What follows belongs to an exercise in optimizing a design on an open flow for small area, a short achievable clock period and few clock cycles per item; a production flow would make more cautious choices. Where RTL was checked, it was by simulation tests only, not by an equivalence proof against the original.

== old ==
==> module pixelClip, before the edit <==
module pixelClip (
  input  wire [9:0]  hr, hg,
  input  wire [10:0] hb,
  input  wire        cr, cg, cb,
  output wire [23:0] rgb
);
  wire rLow  = hr[9];
  wire gLow  = hg[9];
  wire bLow  = hb[10];
  wire rHigh = hr[8] || (&hr[7:0]);
  wire gHigh = hg[8] || (&hg[7:0]);
  wire bHigh = (|hb[9:8]) || (&hb[7:0]);
  wire [7:0] r = hr[7:0] + {7'd0, cr};
  wire [7:0] g = hg[7:0] + {7'd0, cg};
  wire [7:0] b = hb[7:0] + {7'd0, cb};
  assign rgb[23:16] = rLow ? 8'h00 : (rHigh ? 8'hff : r);
  assign rgb[15:8]  = gLow ? 8'h00 : (gHigh ? 8'hff : g);
  assign rgb[7:0]   = bLow ? 8'h00 : (bHigh ? 8'hff : b);
endmodule
Settings: LEC_CHECK=0, CAP_MARGIN=20, CORE_MARGIN=2, CORE_UTILIZATION=60, SETUP_SLACK_MARGIN=5, SLEW_MARGIN=20; clock period 11.0 ns.
standard.sh (not shown) runs the stock make flow with config.mk's settings and CLKGATE_MAP_FILE= SYNTH_SCRIPT=/design/flow/synth_recipe.tcl, a recipe that flattens the netlist after the stock synthesis.
==> flow/flow/run.sh <==
#!/bin/bash
set -euo pipefail
bash ./standard.sh SETUP_SLACK_MARGIN=6.9 MATCH_CELL_FOOTPRINT=0 'BUFFER_PORTS_ARGS=-buffer_cell sky130_fd_sc_hd__buf_2' finish > standard_flow.log 2>&1
Changes in new relative to old:
--- a/flow/design.v
+++ b/flow/design.v
@@ -115,22 +115,16 @@
   input  wire [9:0]  hr, hg,
   input  wire [10:0] hb,
   input  wire        cr, cg, cb,
   output wire [23:0] rgb
 );
-  wire rLow  = hr[9];
-  wire gLow  = hg[9];
-  wire bLow  = hb[10];
-  wire rHigh = hr[8] || (&hr[7:0]);
-  wire gHigh = hg[8] || (&hg[7:0]);
-  wire bHigh = (|hb[9:8]) || (&hb[7:0]);
-  wire [7:0] r = hr[7:0] + {7'd0, cr};
-  wire [7:0] g = hg[7:0] + {7'd0, cg};
-  wire [7:0] b = hb[7:0] + {7'd0, cb};
-  assign rgb[23:16] = rLow ? 8'h00 : (rHigh ? 8'hff : r);
-  assign rgb[15:8]  = gLow ? 8'h00 : (gHigh ? 8'hff : g);
-  assign rgb[7:0]   = bLow ? 8'h00 : (bHigh ? 8'hff : b);
+  wire [9:0]  r = hr + {9'd0, cr};
+  wire [9:0]  g = hg + {9'd0, cg};
+  wire [10:0] b = hb + {10'd0, cb};
+  assign rgb[23:16] = r[9]  ? 8'h00 : (r[8]      ? 8'hff : r[7:0]);
+  assign rgb[15:8]  = g[9]  ? 8'h00 : (g[8]      ? 8'hff : g[7:0]);
+  assign rgb[7:0]   = b[10] ? 8'h00 : ((|b[9:8]) ? 8'hff : b[7:0]);
 endmodule
 `default_nettype wire
 `timescale 1ns/1ps
 `default_nettype none
 module lumaSum (input wire [7:0] y, output wire [22:0] s);
## What came out
new against old: clock network area share held steady. Met2 usage in new vs old: up 2.7 points. As of new, routed wire length per instance had risen by a few percent compared to old. Relative to old, the sum of routed wire segments on met1 measured on new has decreased by a few percent. Total overflow reported by the global router of new is on par with old.
Testbench counts of new, summed over its fixed seeds: cycles 4,100, items 3,972.
Only the layout flow was run in old; the RTL was not checked for function there.

--- another note on this design; it stands on its own ---

Design yuvToRgbTop, start of the top module:
module yuvToRgbTop (
  input  wire                       Clock_50_I,
  input  wire                       Resetn,
  input  wire [31:0]                inPair,
  input  wire                       inValid,
  input  wire                       rgbReady,
  input  wire                       cfgWrite,
  input  wire [8:0]                 cfgData,
  output logic                      inReady,
  output logic [48:0]               rgbPair,
  output logic                      rgbValid,
  output logic [8:0]                lineLength,
  output logic                      cfgError
);
==> flow/config.mk <==
export PLATFORM = sky130hd
export DESIGN_NAME = yuvToRgbTop
export DESIGN_NICKNAME = yuvToRgbTop
export VERILOG_FILES = /design/flow/design.v
export SDC_FILE = /design/flow/constraint.sdc
export NUM_CORES = 4
export LEC_CHECK = 0
export CAP_MARGIN = 20
export CORE_MARGIN = 2
export CORE_UTILIZATION = 60
export SETUP_SLACK_MARGIN = 5
export SLEW_MARGIN = 20
==> flow/constraint.sdc <==
create_clock -name core_clock -period 11.0 [get_ports {Clock_50_I}]
set_input_delay 2.2000 -clock core_clock [delete_from_list [all_inputs] [get_ports {Clock_50_I}]]
set_output_delay 2.2000 -clock core_clock [all_outputs]
set_load 0.01 [all_outputs]
standard.sh (not shown) runs the stock make flow with config.mk's settings and CLKGATE_MAP_FILE= SYNTH_SCRIPT=/design/flow/synth_recipe.tcl, a recipe that flattens the netlist after the stock synthesis.
==> flow/flow/run.sh <==
#!/bin/bash
set -euo pipefail
bash ./standard.sh SETUP_SLACK_MARGIN=6.9 MATCH_CELL_FOOTPRINT=0 finish > standard_flow.log 2>&1
The baseline finished clean.
Testbench counts at the start, summed over its fixed seeds: cycles 4,100, items 3,972.
Change:
==> flow/flow/run.sh (replaced) <==
#!/bin/bash
set -euo pipefail
bash ./standard.sh SETUP_SLACK_MARGIN=7.5 MATCH_CELL_FOOTPRINT=0 finish > standard_flow.log 2>&1
Settings changed: CORE_UTILIZATION 60 to 55.
The changed run finished with timing, DRC and antenna clean.
Routed wire length grows by 0.73%.
Via count grows by about 1.5%.
Design area came out higher by 6.6%.
Hold slack improves by 0.0085 ns.
Die area went up by 8.9%.
Core utilization went down by 1.6 points.
Register-to-register slack is better by 0.03 ns.
Maximum frequency grows by 0.65%.
Synthesized area stays the same.

-- port drivers added, routing unchanged --
The results above use ideal ports. As a check the final layouts listed here were re-extracted and re-timed, cells and wires unchanged. Step 1 (the two cells are an assumption about what drives the block):
set clk [get_ports {Clock_50_I}]
set_driving_cell -lib_cell sky130_fd_sc_hd__clkbuf_16 $clk
set_driving_cell -lib_cell sky130_fd_sc_hd__buf_2 [delete_from_list [all_inputs] $clk]
Step 2, shift: input delay + t, output delay - t, t = (earliest + latest rising clock arrival at the registers) / 2. This alone moves slack from input paths to output paths. a / b / c = ideal / step 1 / step 2; a / b = the first two.
run	shift t [ns]	slack for setup (ns)	pins driven straight from the clock port
old	0.667	6.672 / 6.672 / 6.500	1
new	0.675	6.890 / 6.890 / 6.369	1
the first run of note 2	0.670	6.881 / 6.881 / 6.406	1
the second run of note 2	0.677	6.907 / 6.907 / 6.907	1
After both steps every run listed still meets setup and hold. The setup slack of new, which loses most, moves by 0.000 ns with the drivers and by -0.521 ns with both steps.
